Source: an optimization exercise on an open RTL-to-GDS flow (aim: small area). Production flows keep margins and buffers that such runs may drop.
At most, simulation tests tie the RTL to the original design; equivalence was not proved.
No functional check of the RTL was part of runs 2 and 3.

`design/flow/constraint.sdc`:
```
create_clock -name core_clock -period 10.0 [get_ports {clk}]
set_input_delay 2.0000 -clock core_clock [delete_from_list [all_inputs] [get_ports {clk}]]
set_output_delay 2.0000 -clock core_clock [all_outputs]
set_load 0.01 [all_outputs]
```
`design/flow/run.sh`:
```
#!/bin/bash
# synth_recipe.tcl (not shown) runs the flow's synth.tcl, then flattens the netlist and writes it again
# the make line also repeats each setting of config.mk as NAME=value (left out here)
make -C /OpenROAD-flow-scripts/flow DESIGN_CONFIG=/design/flow/config.mk WORK_HOME=/design/flow/orfs CLKGATE_MAP_FILE= SYNTH_SCRIPT=/design/flow/synth_recipe.tcl finish
```
`design/flow/design.v`:
```
package shmt_pkg;
	localparam int CORDIC_STAGES = 16;
	localparam logic [16*28-1:0] ATAN_Q24 = {
		28'd512, 28'd1024, 28'd2048, 28'd4096,
		28'd8192, 28'd16384, 28'd32768, 28'd65536,
		28'd131069, 28'd262123, 28'd524117, 28'd1047214,
		28'd2086331, 28'd4110060, 28'd7778716, 28'd13176795
	};
	localparam logic signed [28:0] PI_Q24 = 29'sd52707179;
	localparam logic [15:0] NEAR_LIM = 16'd10792;
	localparam logic [15:0] BOUND_Q13 = 16'd1229;
	localparam logic [15:0] HALF_PI_Q13 = 16'd12868;
	localparam logic [16:0] TINY_Q12 = 17'd41;
	localparam logic [30:0] ONE_Q30 = 31'h4000_0000;
	localparam logic [1:0] REG_MAX_LIN = 2'd0;
	localparam logic [1:0] REG_MAX_TURN = 2'd1;
	localparam logic [1:0] REG_MIN_TURN = 2'd2;
	localparam logic [14:0] VEC_REG = 15'b101_0101_0101_0101;
	localparam logic [15:0] ROT_REG = 16'b0001_0010_0100_0000;
	typedef struct packed {
		logic signed [31:0] cur_x;
		logic signed [31:0] cur_y;
		logic signed [15:0] cur_heading;
		logic signed [31:0] target_x;
		logic signed [31:0] target_y;
	} in_word_t;
	typedef struct packed {
		logic [14:0]        linear_cmd;
		logic signed [15:0] angular_cmd;
	} out_word_t;
	localparam int ROT_K = 5;
endpackage
module shmt_padd #(
	parameter int W = 32
) (
	input  logic [W-1:0] a,
	input  logic [W-1:0] b,
	input  logic         ci,
	output logic [W-1:0] s,
	output logic [W-1:0] s1
);
	localparam int L = (W <= 2) ? 1 : (W <= 4) ? 2 : (W <= 8) ? 3 : (W <= 16) ? 4 : (W <= 32) ? 5 : 6;
	logic [W-1:0] p, g;
	logic [W-1:0] gg, pp;
	always_comb begin
		p = a ^ b;
		g = a & b;
		gg = g;
		pp = p;
		for (int l = 0; l < L; l++) begin
			for (int j = W - 1; j >= 0; j--) begin
				if (((j + 1) % (2 << l)) == 0) begin
					gg[j] = gg[j] | (pp[j] & gg[j - (1 << l)]);
					pp[j] = pp[j] & pp[j - (1 << l)];
				end
			end
		end
		for (int l = L - 1; l >= 0; l--) begin
			for (int j = W - 1; j >= 0; j--) begin
				if (((j + 1) % (1 << l)) == 0 && ((j + 1) % (2 << l)) != 0 && j >= (2 << l)) begin
					gg[j] = gg[j] | (pp[j] & gg[j - (1 << l)]);
					pp[j] = pp[j] & pp[j - (1 << l)];
				end
			end
		end
	end
	if (W > 1) begin : g_w
		assign s  = p ^ {gg[W-2:0] | (pp[W-2:0] & {(W-1){ci}}), ci};
		assign s1 = p ^ {gg[W-2:0] | pp[W-2:0], 1'b1};
	end else begin : g_1
		assign s  = p ^ ci;
		assign s1 = ~p;
	end
endmodule
module shmt_radd #(
	parameter int W = 32
) (
	input  logic [W-1:0] a,
	input  logic [W-1:0] b,
	input  logic         ci,
	output logic [W-1:0] s
);
	logic [W:0] c;
	assign c[0] = ci;
	for (genvar i = 0; i < W; i++) begin : g_b
		assign s[i] = a[i] ^ b[i] ^ c[i];
		assign c[i+1] = (a[i] & b[i]) | (a[i] & c[i]) | (b[i] & c[i]);
	end
endmodule
module shmt_t1_lut (input logic [5:0] i, output logic [27:0] o);
	always_comb begin
		case (i)
			6'd0: o = 28'h1be4609;
			6'd1: o = 28'h2c2653;
			6'd2: o = 28'hd0e2d1;
			6'd3: o = 28'hf3ec31b;
			6'd4: o = 28'h140d831;
			6'd5: o = 28'hfaeb87b;
			6'd6: o = 28'h5374f9;
			6'd7: o = 28'hec15543;
			6'd8: o = 28'h17e9a93;
			6'd9: o = 28'hfec7add;
			6'd10: o = 28'h91375b;
			6'd11: o = 28'heff17a5;
			6'd12: o = 28'h1012cbb;
			6'd13: o = 28'hf6f0d05;
			6'd14: o = 28'h13c983;
			6'd15: o = 28'he81a9cd;
			6'd16: o = 28'h1be4609;
			6'd17: o = 28'h2c2653;
			6'd18: o = 28'hd0e2d1;
			6'd19: o = 28'hf3ec31b;
			6'd20: o = 28'h140d831;
			6'd21: o = 28'hfaeb87b;
			6'd22: o = 28'h5374f9;
			6'd23: o = 28'hec15543;
			6'd24: o = 28'h17e9a93;
			6'd25: o = 28'hfec7add;
			6'd26: o = 28'h91375b;
			6'd27: o = 28'heff17a5;
			6'd28: o = 28'h1012cbb;
			6'd29: o = 28'hf6f0d05;
			6'd30: o = 28'h13c983;
			6'd31: o = 28'he81a9cd;
			6'd32: o = 28'h4e28574;
			6'd33: o = 28'h35065be;
			6'd34: o = 28'h3f5223c;
			6'd35: o = 28'h2630286;
			6'd36: o = 28'h465179c;
			6'd37: o = 28'h2d2f7e6;
			6'd38: o = 28'h377b464;
			6'd39: o = 28'h1e594ae;
			6'd40: o = 28'h4a2d9fe;
			6'd41: o = 28'h310ba48;
			6'd42: o = 28'h3b576c6;
			6'd43: o = 28'h2235710;
			6'd44: o = 28'h4256c26;
			6'd45: o = 28'h2934c70;
			6'd46: o = 28'h33808ee;
			6'd47: o = 28'h1a5e938;
			6'd48: o = 28'he9a069e;
			6'd49: o = 28'hd07e6e8;
			6'd50: o = 28'hdaca366;
			6'd51: o = 28'hc1a83b0;
			6'd52: o = 28'he1c98c6;
			6'd53: o = 28'hc8a7910;
			6'd54: o = 28'hd2f358e;
			6'd55: o = 28'hb9d15d8;
			6'd56: o = 28'he5a5b28;
			6'd57: o = 28'hcc83b72;
			6'd58: o = 28'hd6cf7f0;
			6'd59: o = 28'hbdad83a;
			6'd60: o = 28'hddced50;
			6'd61: o = 28'hc4acd9a;
			6'd62: o = 28'hcef8a18;
			6'd63: o = 28'hb5d6a62;
			default: o = '0;
		endcase
	end
endmodule
module shmt_t2_lut (input logic [3:0] i, output logic [22:0] o);
	always_comb begin
		case (i)
			4'd0: o = 23'h0;
			4'd1: o = 23'h600aa4;
			4'd2: o = 23'h700156;
			4'd3: o = 23'h500bfa;
			4'd4: o = 23'h78002a;
			4'd5: o = 23'h580ace;
			4'd6: o = 23'h680180;
			4'd7: o = 23'h480c24;
			4'd8: o = 23'h7c0006;
			4'd9: o = 23'h5c0aaa;
			4'd10: o = 23'h6c015c;
			4'd11: o = 23'h4c0c00;
			4'd12: o = 23'h740030;
			4'd13: o = 23'h540ad4;
			4'd14: o = 23'h640186;
			4'd15: o = 23'h440c2a;
			default: o = '0;
		endcase
	end
endmodule
module shmt_rot_lut (input logic [4:0] i, output logic [61:0] o);
	always_comb begin
		case (i)
			5'd0: o = {31'h78fa8803, 31'h406d9f12};
			5'd1: o = {31'h3f9260ee, 31'h78fa8806};
			5'd2: o = {31'h2ea5058d, 31'h543d65db};
			5'd3: o = {31'h2bc29a25, 31'h2ea50590};
			5'd4: o = {31'h17b88782, 31'h449a62f3};
			5'd5: o = {31'h3b659d0d, 31'h17b88783};
			5'd6: o = {31'h3dc00227, 31'h6f56a7c8};
			5'd7: o = {31'h10a95838, 31'h3dc00228};
			5'd8: o = {31'h8d7d6c5, 31'h40a7eaea};
			5'd9: o = {31'h3f581516, 31'h8d7d6c6};
			5'd10: o = {31'h37fb2b54, 31'h61116bf7};
			5'd11: o = {31'h1eee9409, 31'h37fb2b55};
			5'd12: o = {31'h259c9a40, 31'h4c45072a};
			5'd13: o = {31'h33baf8d6, 31'h259c9a3f};
			5'd14: o = {31'h3ff38a05, 31'h7f0d194c};
			5'd15: o = {31'hf2e6b4, 31'h3ff38a04};
			5'd16: o = {31'hf2e6b3, 31'h400c75fc};
			5'd17: o = {31'h3ff38a04, 31'hf2e6b4};
			5'd18: o = {31'h33baf8d5, 31'h5a6365c1};
			5'd19: o = {31'h259c9a3f, 31'h33baf8d6};
			5'd20: o = {31'h1eee940a, 31'h4804d4ab};
			5'd21: o = {31'h37fb2b55, 31'h1eee9409};
			5'd22: o = {31'h3f581517, 31'h7728293a};
			5'd23: o = {31'h8d7d6c6, 31'h3f581516};
			5'd24: o = {31'h10a95839, 31'h423ffdd8};
			5'd25: o = {31'h3dc00228, 31'h10a95838};
			5'd26: o = {31'h3b659d0e, 31'h6847787d};
			5'd27: o = {31'h17b88783, 31'h3b659d0d};
			5'd28: o = {31'h2bc29a28, 31'h515afa70};
			5'd29: o = {31'h2ea50590, 31'h2bc29a25};
			5'd30: o = {31'h3f9260f1, 31'h70577fa};
			5'd31: o = {31'h78fa8806, 31'h3f9260ee};
			default: o = '0;
		endcase
	end
endmodule
module shmt_rdec (input logic [16:0] e, output logic [15:0] s);
	logic [21:0] z4;
	logic [17:0] z8;
	logic [25:0] k4;
	logic [17:0] k8;
	logic [0:0] c0_0;
	logic [1:0] c0_1;
	logic [3:0] c0_2;
	logic [7:0] c0_3;
	logic [0:0] c1_0;
	logic [1:0] c1_1;
	logic [3:0] c1_2;
	logic [7:0] c1_3;
	assign c0_0[0] = $signed(e) >= $signed(17'h0);
	assign c0_1[0] = $signed(e) >= $signed(17'h1e6df);
	assign c0_1[1] = $signed(e) >= $signed(17'h1922);
	assign c0_2[0] = $signed(e) >= $signed(17'h1d808);
	assign c0_2[1] = $signed(e) >= $signed(17'ha4c);
	assign c0_2[2] = $signed(e) >= $signed(17'h1f5b5);
	assign c0_2[3] = $signed(e) >= $signed(17'h27f9);
	assign c0_3[0] = $signed(e) >= $signed(17'h1d031);
	assign c0_3[1] = $signed(e) >= $signed(17'h275);
	assign c0_3[2] = $signed(e) >= $signed(17'h1edde);
	assign c0_3[3] = $signed(e) >= $signed(17'h2022);
	assign c0_3[4] = $signed(e) >= $signed(17'h1dfdf);
	assign c0_3[5] = $signed(e) >= $signed(17'h1223);
	assign c0_3[6] = $signed(e) >= $signed(17'h1fd8c);
	assign c0_3[7] = $signed(e) >= $signed(17'h2fd0);
	assign c1_0[0] = $signed(z4) >= $signed(22'h0);
	assign c1_1[0] = $signed(z4) >= $signed(22'h300552);
	assign c1_1[1] = $signed(z4) >= $signed(22'hffaae);
	assign c1_2[0] = $signed(z4) >= $signed(22'h2805fd);
	assign c1_2[1] = $signed(z4) >= $signed(22'h7fb59);
	assign c1_2[2] = $signed(z4) >= $signed(22'h3804a7);
	assign c1_2[3] = $signed(z4) >= $signed(22'h17fa03);
	assign c1_3[0] = $signed(z4) >= $signed(22'h240612);
	assign c1_3[1] = $signed(z4) >= $signed(22'h3fb6e);
	assign c1_3[2] = $signed(z4) >= $signed(22'h3404bc);
	assign c1_3[3] = $signed(z4) >= $signed(22'h13fa18);
	assign c1_3[4] = $signed(z4) >= $signed(22'h2c05e8);
	assign c1_3[5] = $signed(z4) >= $signed(22'hbfb44);
	assign c1_3[6] = $signed(z4) >= $signed(22'h3c0492);
	assign c1_3[7] = $signed(z4) >= $signed(22'h1bf9ee);
	assign s[0] = c0_0[0];
	assign s[1] = c0_1[s[0]];
	assign s[2] = c0_2[s[1:0]];
	assign s[3] = c0_3[s[2:0]];
	always_comb begin
		case (s[3:0])
			4'd0: k4 = 26'h19e4e1e;
			4'd1: k4 = 26'hc2e68;
			4'd2: k4 = 26'hb0eae6;
			4'd3: k4 = 26'h31ecb30;
			4'd4: k4 = 26'h120e046;
			4'd5: k4 = 26'h38ec090;
			4'd6: k4 = 26'h337d0e;
			4'd7: k4 = 26'h2a15d58;
			4'd8: k4 = 26'h15ea2a8;
			4'd9: k4 = 26'h3cc82f2;
			4'd10: k4 = 26'h713f70;
			4'd11: k4 = 26'h2df1fba;
			4'd12: k4 = 26'he134d0;
			4'd13: k4 = 26'h34f151a;
			4'd14: k4 = 26'h3f3d198;
			4'd15: k4 = 26'h261b1e2;
			default: k4 = '0;
		endcase
	end
	assign z4 = {e[10:0], 11'd0} + k4[21:0];
	assign s[4] = c1_0[0];
	assign s[5] = c1_1[s[4]];
	assign s[6] = c1_2[s[5:4]];
	assign s[7] = c1_3[s[6:4]];
	always_comb begin
		case (s[7:4])
			4'd0: k8 = 18'h1f9eb;
			4'd1: k8 = 18'h2048f;
			4'd2: k8 = 18'h1fb41;
			4'd3: k8 = 18'h205e5;
			4'd4: k8 = 18'h1fa15;
			4'd5: k8 = 18'h204b9;
			4'd6: k8 = 18'h1fb6b;
			4'd7: k8 = 18'h2060f;
			4'd8: k8 = 18'h1f9f1;
			4'd9: k8 = 18'h20495;
			4'd10: k8 = 18'h1fb47;
			4'd11: k8 = 18'h205eb;
			4'd12: k8 = 18'h1fa1b;
			4'd13: k8 = 18'h204bf;
			4'd14: k8 = 18'h1fb71;
			4'd15: k8 = 18'h20615;
			default: k8 = '0;
		endcase
	end
	assign z8 = z4[17:0] + k8;
	assign s[8] = !z8[17];
	assign s[15:9] = {z8[10], z8[11], z8[12], z8[13], z8[14], z8[15], z8[16]};
endmodule
import shmt_pkg::*;
module sliding_mode_heading_tracker (
	input  logic        clk,
	input  logic        arst_n,
	input  logic        start,
	output logic        busy,
	input  shmt_pkg::in_word_t    pose,
	output logic        result_valid,
	output shmt_pkg::out_word_t   result,
	input  logic        cfg_we,
	input  logic [1:0]  cfg_idx,
	input  logic [14:0] cfg_data
);
	logic [14:0] max_lin_q, max_turn_q, min_turn_q;
	always_ff @(posedge clk or negedge arst_n) begin
		if (!arst_n) begin
			max_lin_q  <= 15'd2048;
			max_turn_q <= 15'd4096;
			min_turn_q <= 15'd410;
		end else if (cfg_we) begin
			case (cfg_idx)
				REG_MAX_LIN:  max_lin_q  <= cfg_data;
				REG_MAX_TURN: max_turn_q <= cfg_data;
				REG_MIN_TURN: min_turn_q <= cfg_data;
				default: ;
			endcase
		end
	end
	assign busy = 1'b0;
	logic [32:0] dx, dxm1, dy, dym1;
	logic        sx, sy, dyz, neg0;
	logic [33:0] ax, ay, x1, y1p, y1m1;
	logic signed [33:0] y1;
	shmt_padd #(33) u_dx (
		.a  ({pose.target_x[31], pose.target_x}),
		.b  (~{pose.cur_x[31], pose.cur_x}),
		.ci (1'b0),
		.s  (dxm1),
		.s1 (dx)
	);
	shmt_padd #(33) u_dy (
		.a  ({pose.target_y[31], pose.target_y}),
		.b  (~{pose.cur_y[31], pose.cur_y}),
		.ci (1'b0),
		.s  (dym1),
		.s1 (dy)
	);
	always_comb begin
		sx  = dx[32];
		sy  = dy[32];
		dyz = (dy == '0);
		neg0 = !dyz && (sx != sy);
		ax = {1'b0, sx ? ~dxm1 : dx};
		ay = {1'b0, sy ? ~dym1 : dy};
	end
	shmt_padd #(34) u_x1 (.a(ax), .b(ay), .ci(1'b0), .s(x1), .s1());
	shmt_padd #(34) u_y1 (.a(ay), .b(~ax), .ci(1'b0), .s(y1m1), .s1(y1p));
	assign y1 = neg0 ? $signed(~y1m1) : $signed(y1p);
	logic [15:1][33:0] vx;
	logic [15:1][33:0] vy;
	logic [15:1][15:0] vd;   
	logic [15:1][17:0] vs;   
	logic [15:1]       vv;   
	if (VEC_REG[0]) begin : g_r0
		logic        vq;
		logic [33:0] xq, yq;
		logic        dq;
		logic [17:0] sq;
		always_ff @(posedge clk or negedge arst_n) begin
			if (!arst_n) vq <= 1'b0;
			else         vq <= start;
		end
		always_ff @(posedge clk) begin
			xq <= x1;
			yq <= y1;
			dq <= neg0;
			sq <= {pose.cur_heading, sx, sy};
		end
		assign vv[1] = vq;
		assign vx[1] = xq;
		assign vy[1] = yq;
		assign vd[1] = {15'd0, dq};
		assign vs[1] = sq;
	end else begin : g_c0
		assign vv[1] = start;
		assign vx[1] = x1;
		assign vy[1] = y1;
		assign vd[1] = {15'd0, neg0};
		assign vs[1] = {pose.cur_heading, sx, sy};
	end
	for (genvar g = 1; g <= 14; g++) begin : g_vec
		localparam int WI = (g < 3) ? 34 : 37 - g;
		localparam int WO = (g < 2) ? 34 : 36 - g;
		logic               d;
		logic [WI-1:0]      yi, u;
		logic [WO-1:0]      yo, xsh;
		logic [33:0]        xo, ush;
		logic [15:0]        dn;
		assign yi  = vy[g][WI-1:0];
		assign d   = yi[WI-1];
		assign u   = yi ^ {WI{d}};
		assign xsh = vx[g] >> g;
		assign ush = 34'(u >> g);
		assign dn  = vd[g] | (16'(d) << g);
		shmt_padd #(WO) u_y (.a(yi[WO-1:0]), .b(xsh ^ {WO{!d}}), .ci(!d), .s(yo), .s1());
		if (g < 14) begin : g_x
			shmt_padd #(34) u_x (.a(vx[g]), .b(ush), .ci(d), .s(xo), .s1());
		end else begin : g_xn
			logic [15:0] x15n;
			shmt_padd #(16) u_x (.a(vx[g][15:0]), .b(16'(ush)), .ci(d), .s(x15n), .s1());
			assign xo = {17'd0, |vx[g][33:14], x15n};
		end
		if (VEC_REG[g]) begin : g_r
			logic          vq;
			logic [33:0]   xq;
			logic [WO-1:0] yq;
			logic [g:0]    dq;
			logic [17:0]   sq;
			always_ff @(posedge clk or negedge arst_n) begin
				if (!arst_n) vq <= 1'b0;
				else         vq <= vv[g];
			end
			always_ff @(posedge clk) begin
				xq <= xo;
				yq <= yo;
				dq <= dn[g:0];
				sq <= vs[g];
			end
			assign vv[g+1] = vq;
			assign vx[g+1] = xq;
			assign vy[g+1] = 34'($signed(yq));
			assign vd[g+1] = 16'(dq);
			assign vs[g+1] = sq;
		end else begin : g_c
			assign vv[g+1] = vv[g];
			assign vx[g+1] = xo;
			assign vy[g+1] = 34'($signed(yo));
			assign vd[g+1] = dn;
			assign vs[g+1] = vs[g];
		end
	end
	logic        big, near, d15;
	logic [15:0] x16n;
	logic [15:0] dall;
	logic [6:0]  u15s;
	always_comb begin
		big  = vx[15][16];
		d15  = vy[15][21];
		dall = vd[15] | (16'(d15) << 15);
	end
	assign u15s = 7'((vy[15][21:0] ^ {22{d15}}) >> 15);
	shmt_padd #(16) u_x16 (.a(vx[15][15:0]), .b(16'(u15s)), .ci(d15), .s(x16n), .s1());
	assign near = !big && (x16n <= NEAR_LIM);
	logic [27:0] t1;
	logic [22:0] t2;
	logic [17:0] hb;
	logic [28:0] o1, o2, o3, cs, cc, err;
	logic signed [17:0] dq, m, e13w;
	logic signed [16:0] e13;
	logic [10:0] zl;
	logic        gt, lt;
	shmt_t1_lut u_t1 (.i({vs[15][1:0], dall[3:0]}), .o(t1));
	shmt_t2_lut u_t2 (.i(dall[7:4]), .o(t2));
	assign hb = 18'($signed({vs[15][17:2], 1'b0})) + 18'({dall[8], dall[9], dall[10], dall[11],
		dall[12], dall[13], dall[14], dall[15]});
	assign o1 = 29'($signed(t1));
	assign o2 = 29'($signed(t2));
	assign o3 = ~(29'($signed({hb, 10'd0})));
	always_comb begin
		cs = o1 ^ o2 ^ o3;
		cc = {(o1[27:0] & o2[27:0]) | (o1[27:0] & o3[27:0]) | (o2[27:0] & o3[27:0]), 1'b1};
	end
	shmt_padd #(29) u_err (.a(cs), .b(cc), .ci(1'b0), .s(err), .s1());
	always_comb begin
		gt = $signed(err) > PI_Q24;
		lt = $signed(err) < -PI_Q24;
		dq = 18'($signed(err) >>> 11);
		zl = err[10:0];
		if (gt)      m = -18'sd51471 - 18'(zl < 11'd726);
		else if (lt) m = 18'sd51472 + 18'(zl >= 11'd1322);
		else         m = 18'(zl[10]);
		e13w = dq + m;
		e13 = e13w[16:0];
	end
	logic               e_v;
	logic signed [16:0] e_e13;
	logic               e_near;
	always_ff @(posedge clk or negedge arst_n) begin
		if (!arst_n) e_v <= 1'b0;
		else         e_v <= vv[15];
	end
	always_ff @(posedge clk) begin
		e_e13  <= e13;
		e_near <= near;
	end
	logic [15:0] abs_e, wmag, mag, ang;
	logic [27:0] wprod;
	logic        cos_en, vzero;
	assign wprod = 28'(abs_e[10:0]) * 28'd141977 + 28'd16320;
	always_comb begin
		abs_e = e_e13[16] ? 16'(-e_e13) : 16'(e_e13);
		wmag  = (abs_e > BOUND_Q13) ? abs_e + 16'd4096 : 16'(wprod[27:15]);
		cos_en = abs_e <= HALF_PI_Q13;
		vzero = e_near || !cos_en;
		if (e_near) mag = '0;
		else if (17'(wmag) > 17'(max_turn_q)) mag = 16'(max_turn_q);
		else if (17'(wmag) < 17'(min_turn_q) && 17'(wmag) >= TINY_Q12) mag = 16'(min_turn_q);
		else mag = wmag;
		ang = e_e13[16] ? -mag : mag;
	end
	logic [15:0] rs;
	shmt_rdec u_rdec (.e(e_e13), .s(rs));
	logic        r_v;
	logic [15:0] r_s, r_ang;
	logic        r_vz;
	always_ff @(posedge clk or negedge arst_n) begin
		if (!arst_n) r_v <= 1'b0;
		else         r_v <= e_v;
	end
	always_ff @(posedge clk) begin
		r_s   <= rs;
		r_ang <= ang;
		r_vz  <= vzero;
	end
	logic [16:ROT_K][30:0] qx;
	logic [16:ROT_K][30:0] qy;
	logic [16:ROT_K][15:0] qs;
	logic [16:ROT_K][15:0] qa;
	logic [16:ROT_K]       qz;
	logic [16:ROT_K]       qv;
	logic [61:0] rxy;
	shmt_rot_lut u_rot (.i(r_s[ROT_K-1:0]), .o(rxy));
	assign qx[ROT_K] = rxy[61:31];
	assign qy[ROT_K] = rxy[30:0];
	assign qs[ROT_K] = r_s;
	assign qa[ROT_K] = r_ang;
	assign qz[ROT_K] = r_vz;
	assign qv[ROT_K] = r_v;
	for (genvar g = ROT_K; g < 16; g++) begin : g_rot
		logic s;
		logic [30:0] xo, yo, xsh, ysh;
		assign s = qs[g][g];
		assign xsh = $signed(qx[g]) >>> g;
		assign ysh = $signed(qy[g]) >>> g;
		shmt_padd #(31) u_x (.a(qx[g]), .b(ysh ^ {31{s}}), .ci(s), .s(xo), .s1());
		if (g < 15) begin : g_y
			shmt_padd #(31) u_y (.a(qy[g]), .b(xsh ^ {31{!s}}), .ci(!s), .s(yo), .s1());
		end else begin : g_ny
			assign yo = '0;
		end
		if (ROT_REG[g]) begin : g_r
			logic        vq, zq;
			logic [30:0] xq, yq;
			logic [15:0] sq, aq;
			always_ff @(posedge clk or negedge arst_n) begin
				if (!arst_n) vq <= 1'b0;
				else         vq <= qv[g];
			end
			always_ff @(posedge clk) begin
				xq <= xo;
				yq <= yo;
				sq <= qs[g];
				aq <= qa[g];
				zq <= qz[g];
			end
			assign qv[g+1] = vq;
			assign qx[g+1] = xq;
			assign qy[g+1] = yq;
			assign qs[g+1] = sq;
			assign qa[g+1] = aq;
			assign qz[g+1] = zq;
		end else begin : g_c
			assign qv[g+1] = qv[g];
			assign qx[g+1] = xo;
			assign qy[g+1] = yo;
			assign qs[g+1] = qs[g];
			assign qa[g+1] = qa[g];
			assign qz[g+1] = qz[g];
		end
	end
	logic        c_v;
	logic [30:0] c_x;
	logic [15:0] c_ang;
	logic        c_vz;
	always_ff @(posedge clk or negedge arst_n) begin
		if (!arst_n) c_v <= 1'b0;
		else         c_v <= qv[16];
	end
	always_ff @(posedge clk) begin
		c_x   <= qx[16];
		c_ang <= qa[16];
		c_vz  <= qz[16];
	end
	logic [30:0] cos_c;
	logic [45:0] vprod;
	logic [14:0] v_fin;
	always_comb begin
		if (c_x[30])                     cos_c = '0;
		else if (c_x > ONE_Q30)          cos_c = ONE_Q30;
		else                             cos_c = c_x;
		vprod = 46'(max_lin_q) * 46'(cos_c);
		v_fin = c_vz ? 15'd0 : vprod[44:30];
	end
	always_ff @(posedge clk or negedge arst_n) begin
		if (!arst_n) result_valid <= 1'b0;
		else         result_valid <= c_v;
	end
	always_ff @(posedge clk) begin
		result.linear_cmd  <= v_fin;
		result.angular_cmd <= c_ang;
	end
endmodule
```
`design/flow/config.mk`:
```
export PLATFORM = sky130hd
export DESIGN_NAME = sliding_mode_heading_tracker
export DESIGN_NICKNAME = sliding_mode_heading_tracker
export VERILOG_FILES = /design/flow/design.v
export SDC_FILE = /design/flow/constraint.sdc
export NUM_CORES = 4
export LEC_CHECK = 0
export CAP_MARGIN = 20
export CORE_MARGIN = 2
export CORE_UTILIZATION = 40
export SLEW_MARGIN = 20
```
==> impl_metrics.sql, run 1 <==
INSERT INTO impl_metrics (metric_group, metric, value, unit) VALUES
('worst_hold_path', 'hold_path.class', 'flop to flop', ''),
('timing', 'finalHoldViolCount', '0', ''),
('setup_path', 'crit_path_max_incr_delay', '0.42', 'ns'),
('routing', 'drtPass1Iterations', '6', ''),
('synthesis', 'synthTopCellsByCount', 'sky130_fd_sc_hd__ha_1, sky130_fd_sc_hd__xnor2_1, sky130_fd_sc_hd__nor2_1', ''),
('timing', 'finalMaxSlewViolations', '0', ''),
('clock_network', 'clk_latency', '0.82', 'ns'),
('routing', 'drc_errors', '0', ''),
('synthesis', 'netlist.area_leader.share', '18.6', '%'),
('synthesis', 'postSynth.topFlopCell', 'sky130_fd_sc_hd__dfxtp_1', ''),
('setup_path', 'cp.required', '10.67', 'ns'),
('global_route', 'globalRoute.totalOverflow', '0', ''),
('setup_path', 'r2r-start', 'g_rot[12].g_r.sq[13]', ''),
('clock_network', 'number_of_sinks_handled_by_clock_tree_synthesis', '1179', ''),
('setup_path', 'timing.critical_path.from_type', 'flop', ''),
('synthesis', 'distinct_cell_type_count_of_the_synthesized_netlist', '108', ''),
('timing', 'timing.slew.headroom', '30.7', '%'),
('synthesis', 'synth_cells', '14100', ''),
('timing', 'maxClockFrequency', '103', 'MHz'),
('timing', 'fin_crit', '9.72', 'ns'),
('placed_design', 'place.detailed.hpwl', '267', 'mm'),
('final_layout', 'fillerInstances', '29600', ''),
('setup_path', 'crit_type', 'flop to flop', ''),
('routing', 'vias', '95800', ''),
('final_layout', 'area_of_combinational_cells_with_multiple_inputs', '92000', 'um^2'),
('clock_network', 'path_clk_slew', '0.06', 'ns'),
('timing', 'final_critical_path_setup_slack', '0.279', 'ns'),
('setup_path', 'worst_r2r_endpoint', 'c_x[30]', ''),
('setup_path', 'startpoint', 'g_rot[12].g_r.sq[13]', ''),
('placed_design', 'post-place-ws', '-0.777', 'ns'),
('setup_path', 'crit_fanout', '6', ''),
('floorplan', 'coreArea', '300000', 'um^2'),
('routing', 'route.detailed.vias_per_inst', '5.16', ''),
('synthesis', 'synth_sequential_area_ratio', '19.8', '%'),
('global_route', 'grt_util_all_layers', '20.7', '%'),
('synthesis', 'most_repeated_cell_in_the_gate_level_netlist_after_synthesis', 'sky130_fd_sc_hd__ha_1', ''),
('run', 'number_of_maximum_capacitance_constraint_violations', '0', ''),
('outcome', 'run_status', 'finished clean', ''),
('placed_design', 'gp_congestion', '0.946', ''),
('global_route', 'pin_count_of_the_biggest_net_entering_global_routing', '82', ''),
('synthesis', 'synth-edff-count', '0', ''),
('timing', 'period_share', '97.2', '%'),
('routing', 'postRouteAntennaNets', '0', ''),
('placed_design', 'io_buffers', '196', ''),
('synthesis', 'mappedNetlistArea', '121000', 'um^2'),
('clock_network', 'cts-buffers-inserted', '147', ''),
('setup_path', 'cp-end-kind', 'flop', ''),
('clock_network', 'cts.root.buffer_cell', 'sky130_fd_sc_hd__clkbuf_16', ''),
('floorplan', 'floorplan.die.width', '553', 'um'),
('synthesis', 'asyncSetResetFlopFracSynth', '5.09', '%'),
('synthesis', 'ys.warnings.count', '19', ''),
('timing', 'finalSetupViolCount', '0', ''),
('setup_path', 'cp_slowest_cell', 'sky130_fd_sc_hd__a2111o_1', ''),
('routing', 'post_drt_wl_per_cell', '17.4', 'um'),
('setup_path', 'path_common_cell', 'sky130_fd_sc_hd__a21o_1', ''),
('final_layout', 'layout-drive-gt1-share', '7.20', '%'),
('global_route', 'antenna_found_initial', '11', ''),
('clock_network', 'tritoncts', 'built', ''),
('clock_network', 'clk_path_buf_depth', '4', ''),
('floorplan', 'fp.dieH', '553', 'um'),
('setup_path', 'worst_ep_arrival_time', '10.39', 'ns'),
('synthesis', 'synth.avg_cell_area', '8.57', 'um^2'),
('final_layout', 'area_growth', '12.1', '%'),
('routing', 'drt_first_iter_violations', '5827', '');
[cell families (layout without fill, tap and decap cells)]
kind of cell	count (synthesis)	after routing	synth area share, %
AO/OA/AOI/OAI	2654	2654	14.3
XOR/XNOR	2476	2476	18.1
adder cells (fa/ha/maj)	2304	2304	27.1
buffers and inverters	1434	1956	4.50
flip-flops	1179	1179	19.8
multiplexers	111	111	0.990
other	2	29	0.00623
AND/OR/NAND/NOR	3896	3896	15.2
[area by class of cell]
cell class                      count  area share (%)
Inverter                         1021            2.84
Multi-Input combinational cell  11500            68.1
Clock buffer                      184            2.99
Timing Repair Buffer              686            4.19
Sequential cell                  1179            17.7
Clock inverter                     65           0.495
Tap cell                         3958            3.67
Antenna cell                        8          0.0148
[placed cells by master (no fill, tap or decap), types with 63 or more instances in the layout]
cell type                         count
sky130_fd_sc_hd__a211oi_1            71
sky130_fd_sc_hd__a21o_1             298
sky130_fd_sc_hd__a21oi_1            742
sky130_fd_sc_hd__a31oi_1             63
sky130_fd_sc_hd__and2_1             146
sky130_fd_sc_hd__and3_1              95
sky130_fd_sc_hd__buf_4              487
sky130_fd_sc_hd__clkbuf_16          147
sky130_fd_sc_hd__clkdlybuf4s50_1    195
sky130_fd_sc_hd__dfxtp_1           1102
sky130_fd_sc_hd__fa_1               508
sky130_fd_sc_hd__ha_1              1790
sky130_fd_sc_hd__inv_1             1011
sky130_fd_sc_hd__mux2_2              66
sky130_fd_sc_hd__nand2_1            928
sky130_fd_sc_hd__nand2b_1           148
sky130_fd_sc_hd__nand3_1            249
sky130_fd_sc_hd__nand4_1             90
sky130_fd_sc_hd__nor2_1            1241
sky130_fd_sc_hd__nor2b_1            267
sky130_fd_sc_hd__nor3_1             409
sky130_fd_sc_hd__o21a_1             331
sky130_fd_sc_hd__o21ai_0            496
sky130_fd_sc_hd__or3_1               76
sky130_fd_sc_hd__xnor2_1           1754
sky130_fd_sc_hd__xor2_1             691
[worst max-delay path: cells and delay by family, from the launching register on]
family | cells | cell delay (ns)
compound gates | 28 | 5.71
buf+inv | 1 | 0.15
flops | 1 | 0.38
simple gates | 10 | 1.19
fa+ha+maj | 3 | 0.79
xor+xnor | 8 | 1.36
[per-layer routing]
| layer | up-vias | part of all wire (%) | GRT usage [%] |
|---|---|---|---|
| met5 | - | 0 | 0 |
| met4 | 0 | 2.3 | 4.83 |
| met3 | 373 | 4.4 | 2.13 |
| met2 | 2021 | 45 | 34.6 |
| met1 | 44600 | 48 | 28.6 |
| li1 | 48800 | - | - |
[how the worst min path moves through the flow]
stage | endpoint | slack (ns) | start | cells past startpoint
after floorplan | c_ang[0] | 0.31 | g_rot[12].g_r.aq[0] | 0
after CTS | g_rot[9].g_r.aq[12] | 0.32 | g_rot[6].g_r.aq[12] | 0
after global routing | g_rot[12].g_r.aq[1] | 0.31 | g_rot[9].g_r.aq[1] | 0
final | g_rot[9].g_r.aq[12] | 0.32 | g_rot[6].g_r.aq[12] | 0
after global placement | result[1] | 0.31 | c_ang[1] | 0
after detailed placement | g_rot[6].g_r.sq[10] | 0.31 | r_s[10] | 0
[registers in the layout, summed over array words and instances, names as in the netlist, 16 cells and up]
register,flops
g_vec.g_r.xq,221
rxy,62
g_rot.g_r.yq,93
g_rot.g_r.xq,93
c_x,31
g_vec.g_r.yq,181
g_r0.yq,34
r_ang,16
c_ang,16
result,31
g_vec.g_r.dq,63
g_vec.g_r.sq,126
g_r0.xq,33
g_rot.g_r.aq,48
g_r0.sq,18
g_rot.g_r.sq,18
e_e13,17
[repair_timing]
item                                    CTS  global route
hold endpoints to repair                  0             0
hold buffers                              0             0
cloned                                    0             0
pin swaps                                 1            79
setup buffers                             0            18
endpoints found under the setup margin    6            66
gates resized for setup                  10           123
[through the flow]
| step | util, % | hold WS, ns | instance area, um^2 | setup TNS (ns) |
|---|---|---|---|---|
| 2_1_floorplan | - | 0.310 | 121000 | -0.0507 |
| 3_3_place_gp | 43.3 | 0.310 | 130000 | -6.11 |
| 3_5_place_dp | 43.3 | 0.312 | 130000 | -6.35 |
| 4_1_cts | 44.8 | 0.320 | 134000 | -0.0653 |
| 5_1_grt | 45.1 | 0.314 | 135000 | -0.895 |
| 6_report | 45.1 | 0.316 | 135000 | 0 |
==> run 2: changes to the inputs <==
--- a/design/flow/design.v
+++ b/design/flow/design.v
@@ -41,3 +41,3 @@
 );
-	localparam int L = (W <= 2) ? 1 : (W <= 4) ? 2 : (W <= 8) ? 3 : (W <= 16) ? 4 : (W <= 32) ? 5 : 6;
+	localparam int L = $clog2(W);
 	logic [W-1:0] p, g;
==> run 2 against run 1 <==
Against the previous run:
- critical path type unchanged
- hold slack is the same
- clock skew unchanged
- fmax did not move
- non-clock buffer count did not move
- critical endpoint unchanged
- register-to-register slack hardly changed
- highest routed layer unchanged
- global-route usage unchanged
- critical path depth did not move
- synthesized cell count unchanged
- flip-flop and latch count stayed put
- cell count is the same
==> impl_metrics.sql, run 2 <==
INSERT INTO impl_metrics (metric_group, metric, value, unit) VALUES
('run', 'number_of_maximum_capacitance_constraint_violations', '0', ''),
('synthesis', 'netlist.area_leader.share', '18.6', '%'),
('synthesis', 'asyncSetResetFlopFracSynth', '5.09', '%'),
('routing', 'drtPass1Iterations', '6', ''),
('floorplan', 'fp-row-count', '201', ''),
('routing', 'drc_errors', '0', ''),
('global_route', 'grt_util_all_layers', '20.7', '%'),
('clock_network', 'tritoncts', 'built', ''),
('synthesis', 'most_repeated_cell_in_the_gate_level_netlist_after_synthesis', 'sky130_fd_sc_hd__ha_1', ''),
('timing', 'period_share', '97.2', '%'),
('routing', 'route.detailed.vias_per_inst', '5.16', ''),
('timing', 'final_critical_path_setup_slack', '0.279', 'ns'),
('routing', 'drt-total-wl', '324', 'mm'),
('final_layout', 'mostFrequentLayoutCells', 'sky130_fd_sc_hd__ha_1, sky130_fd_sc_hd__xnor2_1, sky130_fd_sc_hd__nor2_1', ''),
('synthesis', 'distinct_cell_type_count_of_the_synthesized_netlist', '108', ''),
('setup_path', 'worst_ep_arrival_time', '10.39', 'ns'),
('final_layout', 'top_regs', 'g_vec.g_r.xq x221, g_vec.g_r.yq x181, g_vec.g_r.sq x126', ''),
('global_route', 'grt_first_pass_wirelength', '516', 'mm'),
('clock_network', 'cts.root.buffer_cell', 'sky130_fd_sc_hd__clkbuf_16', ''),
('setup_path', 'cp-end-kind', 'flop', ''),
('setup_path', 'crit_fanout', '6', ''),
('final_layout', 'number_of_flip_flops_in_the_largest_register', '221', ''),
('floorplan', 'io-pin-count', '198', ''),
('placed_design', 'gp_congestion', '0.946', ''),
('synthesis', 'synth_sequential_area_ratio', '19.8', '%'),
('synthesis', 'ys.warnings.count', '19', ''),
('routing', 'post_drt_wl_per_cell', '17.4', 'um'),
('final_layout', 'post_layout_nonfiller_instances', '18600', ''),
('global_route', 'globalRoute.totalOverflow', '0', ''),
('floorplan', 'floorplan.die.width', '553', 'um'),
('setup_path', 'crit_type', 'flop to flop', ''),
('timing', 'skew', '0.0596', 'ns'),
('clock_network', 'total_of_hold_buffers_inserted_after_clock_tree_synthesis', '0', ''),
('timing', 'finalMaxSlewViolations', '0', ''),
('floorplan', 'fp.dieH', '553', 'um'),
('placed_design', 'dp_cell_count', '18300', ''),
('final_layout', 'most_flop_heavy_register', 'g_vec.g_r.xq', ''),
('placed_design', 'place.detailed.hpwl', '267', 'mm'),
('placed_design', 'postPlaceCellArea', '130000', 'um^2'),
('final_layout', 'layout-drive-gt1-share', '7.20', '%'),
('final_layout', 'finish.instance_area', '135000', 'um^2'),
('synthesis', 'most_area_hungry_cell_type_in_the_yosys_netlist', 'sky130_fd_sc_hd__ha_1', ''),
('clock_network', 'clk_path_buf_depth', '4', ''),
('synthesis', 'synth.avg_cell_area', '8.57', 'um^2'),
('setup_path', 'path_common_cell', 'sky130_fd_sc_hd__a21o_1', ''),
('timing', 'fin_crit', '9.72', 'ns'),
('synthesis', 'synth_area_leaders', 'sky130_fd_sc_hd__ha_1, sky130_fd_sc_hd__dfxtp_1, sky130_fd_sc_hd__xnor2_1', ''),
('floorplan', 'coreArea', '300000', 'um^2'),
('synthesis', 'synth-edff-count', '0', ''),
('floorplan', 'die_area', '306000', 'um^2'),
('setup_path', 'crit_path_max_incr_delay', '0.42', 'ns'),
('clock_network', 'cts-buffers-inserted', '147', ''),
('routing', 'postRouteAntennaNets', '0', ''),
('synthesis', 'synth_cells', '14100', ''),
('global_route', 'pin_count_of_the_biggest_net_entering_global_routing', '82', ''),
('clock_network', 'number_of_sinks_handled_by_clock_tree_synthesis', '1179', ''),
('timing', 'finalSetupViolCount', '0', ''),
('setup_path', 'timing.critical_path.from_type', 'flop', ''),
('clock_network', 'path_clk_slew', '0.06', 'ns'),
('clock_network', 'clk_latency', '0.82', 'ns'),
('final_layout', 'final_common_cell', 'sky130_fd_sc_hd__ha_1', ''),
('timing', 'setup_tns', '0', 'ns'),
('routing', 'drt_first_iter_violations', '5827', ''),
('timing', 'worst-slew-pin-transition', '1.03', 'ns'),
('timing', 'timing.slew.headroom', '30.7', '%'),
('worst_hold_path', 'hold_path.class', 'flop to flop', ''),
('timing', 'setup_repair_after_global_routing_missed_its_margin', 'true', ''),
('global_route', 'antenna_found_initial', '11', ''),
('routing', 'vias', '95800', ''),
('outcome', 'run_status', 'finished clean', ''),
('synthesis', 'synthTopCellsByCount', 'sky130_fd_sc_hd__ha_1, sky130_fd_sc_hd__xnor2_1, sky130_fd_sc_hd__nor2_1', ''),
('final_layout', 'area_growth', '12.1', '%'),
('setup_path', 'cp.required', '10.67', 'ns'),
('clock_network', 'cts_max_level', '4', ''),
('final_layout', 'nNetsFinal', '17000', ''),
('synthesis', 'mappedNetlistArea', '121000', 'um^2'),
('floorplan', 'initial_utilization', '40.2', '%'),
('synthesis', 'postSynthRegisterBits', '1179', ''),
('timing', 'finalHoldViolCount', '0', ''),
('setup_path', 'cp_slowest_cell', 'sky130_fd_sc_hd__a2111o_1', ''),
('global_route', 'first_global_vias', '93200', ''),
('synthesis', 'postSynth.topFlopCell', 'sky130_fd_sc_hd__dfxtp_1', ''),
('timing', 'maxClockFrequency', '103', 'MHz'),
('placed_design', 'post-place-ws', '-0.777', 'ns'),
('placed_design', 'io_buffers', '196', '');
[run 2: cell counts in the layout (fill, tap and decap cells not counted)]
Identical to the previous run, type by type.
[run 2: cell type report]
| type | count | area [um^2] |
|---|---|---|
| Antenna cell | 8 | 20.0 |
| Clock buffer | 184 | 4040 |
| Clock inverter | 65 | 668 |
| Fill cell | 29600 | 165000 |
| Inverter | 1021 | 3830 |
| Multi-Input combinational cell | 11500 | 92000 |
| Sequential cell | 1179 | 23900 |
| Tap cell | 3958 | 4950 |
| Timing Repair Buffer | 686 | 5660 |
[run 2: what timing repair did]
action,in CTS,in global routing
setup endpoints to repair,6,66
pin swaps,1,79
buffers inserted,0,18
resized for setup,10,123
cloned,0,0
[run 2: worst paths after layout]
| kind | startpoint | to | slack [ns] | depth (start not counted) |
|---|---|---|---|---|
| worst max-delay path | g_rot[12].g_r.sq[13] | c_x[30] | 0.28 | 50 |
| worst min-delay path | g_rot[6].g_r.aq[12] | g_rot[9].g_r.aq[12] | 0.32 | 0 |
| worst max register to register | g_rot[12].g_r.sq[13] | c_x[30] | 0.28 | 50 |
| worst min register to register | g_rot[6].g_r.aq[12] | g_rot[9].g_r.aq[12] | 0.32 | 0 |
| max in group asynchronous | arst_n | max_lin_q[9] | 8.01 | 2 |
| min in group asynchronous | arst_n | g_rot[12].g_r.vq | 1.01 | 1 |
[run 2: logic make-up after synthesis]
| family | share of synthesized area (%) |
|---|---|
| xor gates and xnor gates | 18.1 |
| muxes | 0.990 |
| adders and majority gates | 27.1 |
| other | 0.00623 |
| buffers and inverters | 4.50 |
| DFF | 19.8 |
| and+or+nand+nor | 15.2 |
| AOI/OAI and AO/OA | 14.3 |
[run 2: worst max-delay path: cells and delay by family (launching register included)]
| kind | cells | cell delay [ns] |
|---|---|---|
| AO/OA/AOI/OAI | 28 | 5.71 |
| XOR/XNOR | 8 | 1.36 |
| adder cells (fa/ha/maj) | 3 | 0.79 |
| buffers and inverters | 1 | 0.15 |
| flip-flops | 1 | 0.38 |
| AND/OR/NAND/NOR | 10 | 1.19 |
[run 2: per-layer routing]
layer / share of wire, % / global-route usage, % / vias up
met5: 0 / 0 / -
met4: 2.3 / 4.83 / 0
met3: 4.4 / 2.13 / 373
met2: 45 / 34.6 / 2021
met1: 48 / 28.6 / 44600
li1: - / - / 48800
[run 2: through the flow]
stage                     hold slack (ns)  util, %
after floorplan                     0.310        -
after global placement              0.310     43.3
after detailed placement            0.312     43.3
after CTS                           0.320     44.8
after global routing                0.314     45.1
final                               0.316     45.1
==> run 3: changes to the inputs <==
--- a/design/flow/design.v
+++ b/design/flow/design.v
@@ -41,3 +41,3 @@
 );
-	localparam int L = $clog2(W);
+	localparam int L = (W <= 2) ? 1 : (W <= 4) ? 2 : (W <= 8) ? 3 : (W <= 16) ? 4 : (W <= 32) ? 5 : 6;
 	logic [W-1:0] p, g;
@@ -351,4 +351,4 @@
 	logic        sx, sy, dyz, neg0;
-	logic [33:0] ax, ay, x1, y1p, y1m1;
-	logic signed [33:0] y1;
+	logic [33:0] ax, ay, x1, y1p, y1m1, u1;
+	logic        s1;
 	shmt_padd #(33) u_dx (
@@ -377,5 +377,6 @@
 	shmt_padd #(34) u_y1 (.a(ay), .b(~ax), .ci(1'b0), .s(y1m1), .s1(y1p));
-	assign y1 = neg0 ? $signed(~y1m1) : $signed(y1p);
+	assign u1 = neg0 ? ~y1m1 : y1p;
+	assign s1 = u1[33];
 	logic [15:1][33:0] vx;
-	logic [15:1][33:0] vy;
+	logic [15:1][33:0] vy;   
 	logic [15:1][15:0] vd;   
@@ -386,3 +387,3 @@
 		logic [33:0] xq, yq;
-		logic        dq;
+		logic [1:0]  dq;
 		logic [17:0] sq;
@@ -394,4 +395,4 @@
 			xq <= x1;
-			yq <= y1;
-			dq <= neg0;
+			yq <= u1;
+			dq <= {s1, neg0};
 			sq <= {pose.cur_heading, sx, sy};
@@ -401,3 +402,3 @@
 		assign vy[1] = yq;
-		assign vd[1] = {15'd0, dq};
+		assign vd[1] = {14'd0, dq};
 		assign vs[1] = sq;
@@ -406,4 +407,4 @@
 		assign vx[1] = x1;
-		assign vy[1] = y1;
-		assign vd[1] = {15'd0, neg0};
+		assign vy[1] = u1;
+		assign vd[1] = {14'd0, s1, neg0};
 		assign vs[1] = {pose.cur_heading, sx, sy};
@@ -413,14 +414,19 @@
 		localparam int WO = (g < 2) ? 34 : 36 - g;
-		logic               d;
-		logic [WI-1:0]      yi, u;
-		logic [WO-1:0]      yo, xsh;
+		logic               d, rn;
+		logic [WI-1:0]      u;
+		logic [WO-1:0]      r, yo, xsh;
 		logic [33:0]        xo, ush;
 		logic [15:0]        dn;
-		assign yi  = vy[g][WI-1:0];
-		assign d   = yi[WI-1];
-		assign u   = yi ^ {WI{d}};
+		if (g == 1) begin : g_u1
+			assign u = vy[g][WI-1:0] ^ {WI{vd[g][g]}};
+		end else begin : g_un
+			assign u = vy[g][WI-1:0];
+		end
+		assign d   = vd[g][g];
 		assign xsh = vx[g] >> g;
 		assign ush = 34'(u >> g);
-		assign dn  = vd[g] | (16'(d) << g);
-		shmt_padd #(WO) u_y (.a(yi[WO-1:0]), .b(xsh ^ {WO{!d}}), .ci(!d), .s(yo), .s1());
+		shmt_padd #(WO) u_y (.a(u[WO-1:0]), .b(~xsh), .ci(1'b1), .s(r), .s1());
+		assign rn = r[WO-1];
+		assign yo = r ^ {WO{rn}};
+		assign dn = vd[g] | (16'(d ^ rn) << (g + 1));
 		if (g < 14) begin : g_x
@@ -436,3 +442,3 @@
 			logic [WO-1:0] yq;
-			logic [g:0]    dq;
+			logic [g+1:0]  dq;
 			logic [17:0]   sq;
@@ -445,3 +451,3 @@
 				yq <= yo;
-				dq <= dn[g:0];
+				dq <= dn[g+1:0];
 				sq <= vs[g];
@@ -467,6 +473,6 @@
 		big  = vx[15][16];
-		d15  = vy[15][21];
-		dall = vd[15] | (16'(d15) << 15);
+		dall = vd[15];
+		d15  = dall[15];
 	end
-	assign u15s = 7'((vy[15][21:0] ^ {22{d15}}) >> 15);
+	assign u15s = 7'(vy[15][21:0] >> 15);
 	shmt_padd #(16) u_x16 (.a(vx[15][15:0]), .b(16'(u15s)), .ci(d15), .s(x16n), .s1());
@@ -545,3 +551,3 @@
 	logic [16:ROT_K][30:0] qx;
-	logic [16:ROT_K][30:0] qy;
+	logic [16:ROT_K][30:0] qy;   
 	logic [16:ROT_K][15:0] qs;
@@ -553,3 +559,3 @@
 	assign qx[ROT_K] = rxy[61:31];
-	assign qy[ROT_K] = rxy[30:0];
+	assign qy[ROT_K] = rxy[30:0] ^ {31{r_s[ROT_K]}};
 	assign qs[ROT_K] = r_s;
@@ -564,5 +570,7 @@
 		assign ysh = $signed(qy[g]) >>> g;
-		shmt_padd #(31) u_x (.a(qx[g]), .b(ysh ^ {31{s}}), .ci(s), .s(xo), .s1());
+		shmt_padd #(31) u_x (.a(qx[g]), .b(ysh), .ci(s), .s(xo), .s1());
 		if (g < 15) begin : g_y
-			shmt_padd #(31) u_y (.a(qy[g]), .b(xsh ^ {31{!s}}), .ci(!s), .s(yo), .s1());
+			logic [30:0] r;
+			shmt_padd #(31) u_y (.a(qy[g]), .b(~xsh), .ci(1'b1), .s(r), .s1());
+			assign yo = r ^ {31{s ^ qs[g][g+1]}};
 		end else begin : g_ny
==> run 3 against run 2 <==
Against the previous run:
- still clean
- utilization decreased by 0.068 points
- critical path depth shrank 13
- sequential share of layout area is 0.69 points higher
- die area down 0.99%
- setup slack better by 0.27 ns
- cell count shrank 1.4%
- flip-flop and latch count rose by 34
- via count is 2.8% lower
- clock skew hardly changed
- register-to-register slack improved by 0.30 ns
- critical endpoint is now g_r0.yq[32]
==> impl_metrics.sql, run 3 <==
INSERT INTO impl_metrics (metric_group, metric, value, unit) VALUES
('outcome', 'run_status', 'finished clean', ''),
('routing', 'vias', '93200', ''),
('routing', 'postRouteAntennaNets', '0', ''),
('synthesis', 'mappedNetlistArea', '119000', 'um^2'),
('synthesis', 'distinct_cell_type_count_of_the_synthesized_netlist', '120', ''),
('synthesis', 'ys.warnings.count', '19', ''),
('clock_network', 'cts.root.buffer_cell', 'sky130_fd_sc_hd__clkbuf_16', ''),
('synthesis', 'synth_cells', '13900', ''),
('routing', 'route.detailed.vias_per_inst', '5.09', ''),
('timing', 'skew', '0.0597', 'ns'),
('floorplan', 'coreArea', '297000', 'um^2'),
('setup_path', 'path_common_cell', 'sky130_fd_sc_hd__or3_1', ''),
('clock_network', 'clk_path_buf_depth', '4', ''),
('timing', 'timing.slew.headroom', '23.9', '%'),
('global_route', 'antenna_found_initial', '6', ''),
('worst_hold_path', 'hold_path.class', 'flop to flop', ''),
('setup_path', 'crit_path_max_incr_delay', '0.48', 'ns'),
('clock_network', 'cts_max_level', '4', ''),
('global_route', 'globalRoute.totalOverflow', '0', ''),
('timing', 'worst-slew-pin-transition', '1.13', 'ns'),
('placed_design', 'io_buffers', '196', ''),
('timing', 'setup_repair_after_global_routing_missed_its_margin', 'true', ''),
('routing', 'drt-total-wl', '300', 'mm');
==> run 3: final timing paths <==
kind | start | end | slack [ns]
setup / recovery | pose[32] | g_r0.yq[32] | 0.55
hold / removal | g_vec[12].g_r.sq[15] | g_vec[14].g_r.sq[15] | 0.29
setup reg to reg | e_e13[1] | r_ang[14] | 0.58
hold reg to reg | g_vec[12].g_r.sq[15] | g_vec[14].g_r.sq[15] | 0.29
max in group asynchronous | arst_n | max_lin_q[14] | 8.10
min in group asynchronous | arst_n | min_turn_q[2] | 1.33
==> run 3: cells by family (layout without fill, tap and decap cells) <==
group           count (synthesis)  after routing  share of synthesized area, %
buf+inv                      1848           2343                          5.84
flops                        1213           1213                          20.6
other cells                     2             23                       0.00629
xor+xnor                     2202           2202                          16.2
mux                           126            126                          1.16
fa+ha+maj                    2335           2335                          27.8
compound gates               2562           2562                          14.1
simple gates                 3568           3568                          14.2
==> run 3: layout make-up <==
type                       instances  area (um^2)
fill                           29500       163000
multi-input combinational      10800        88700
clock buffer                     179         3980
antenna                            2         5.00
timing repair buffer             542         4580
sequential                      1213        24600
tap                             3939         4930
clock inverter                    71          951
inverter                        1551         5830
==> run 3: critical path: cells and delay by family <==
kind | cells | cell delay [ns]
mux | 2 | 0.42
compound gates | 13 | 2.55
fa+ha+maj | 3 | 0.82
xor+xnor | 1 | 0.11
simple gates | 13 | 3.27
buf+inv | 5 | 0.95
==> run 3: per-layer routing <==
layer / vias to the layer above / routed length [um] / global-route usage [%]
li1: 47700 / - / -
met1: 43100 / 141000 / 26.1
met2: 1903 / 139000 / 33.3
met3: 437 / 13000 / 2.01
met4: 2 / 7390 / 4.94
met5: - / 13 / 0
==> run 3: repair_timing <==
action                                  in CTS  in global routing
resized for setup                            0                 83
endpoints found under the setup margin       0                 44
buffers inserted                             0                  7
hold buffers                                 0                  0

-- separate check: timing with driven ports --
In the flow no input, the clock included, has a driving cell. The finished layouts below were timed again as built, in two steps. Step 1: set_driving_cell puts a clkbuf_16 on clk and a buf_2 on each other input, an assumption about the parent block. Step 2 adds t to the input delays and takes it off the output delays; t is the mean of the earliest and latest rising clock arrival at the registers after step 1. Input paths then give back, and output paths get back, about the clock's delay inside the block. Slacks: ideal / step 1 / step 2; pairs: ideal / step 1.
run | t (ns) | setup WS [ns] | hold WS [ns] | worst setup path after step 2 | clock arrival spread, ns
run 1 | 0.903 | 0.279 / 0.279 / -0.370 | 0.316 / 0.316 / 0.316 | input to register | 0.075 / 0.076
run 2 | 0.903 | 0.279 / 0.279 / -0.370 | 0.316 / 0.316 / 0.316 | input to register | 0.075 / 0.076
run 3 | 0.914 | 0.549 / 0.583 / -0.288 | 0.290 / 0.290 / 0.290 | input to register | 0.066 / 0.066
With both steps, setup timing fails in every run listed, where it was met with ideal ports. For run 3, which loses most, drivers alone change the setup slack by +0.034 ns; drivers and shift together by -0.837 ns.
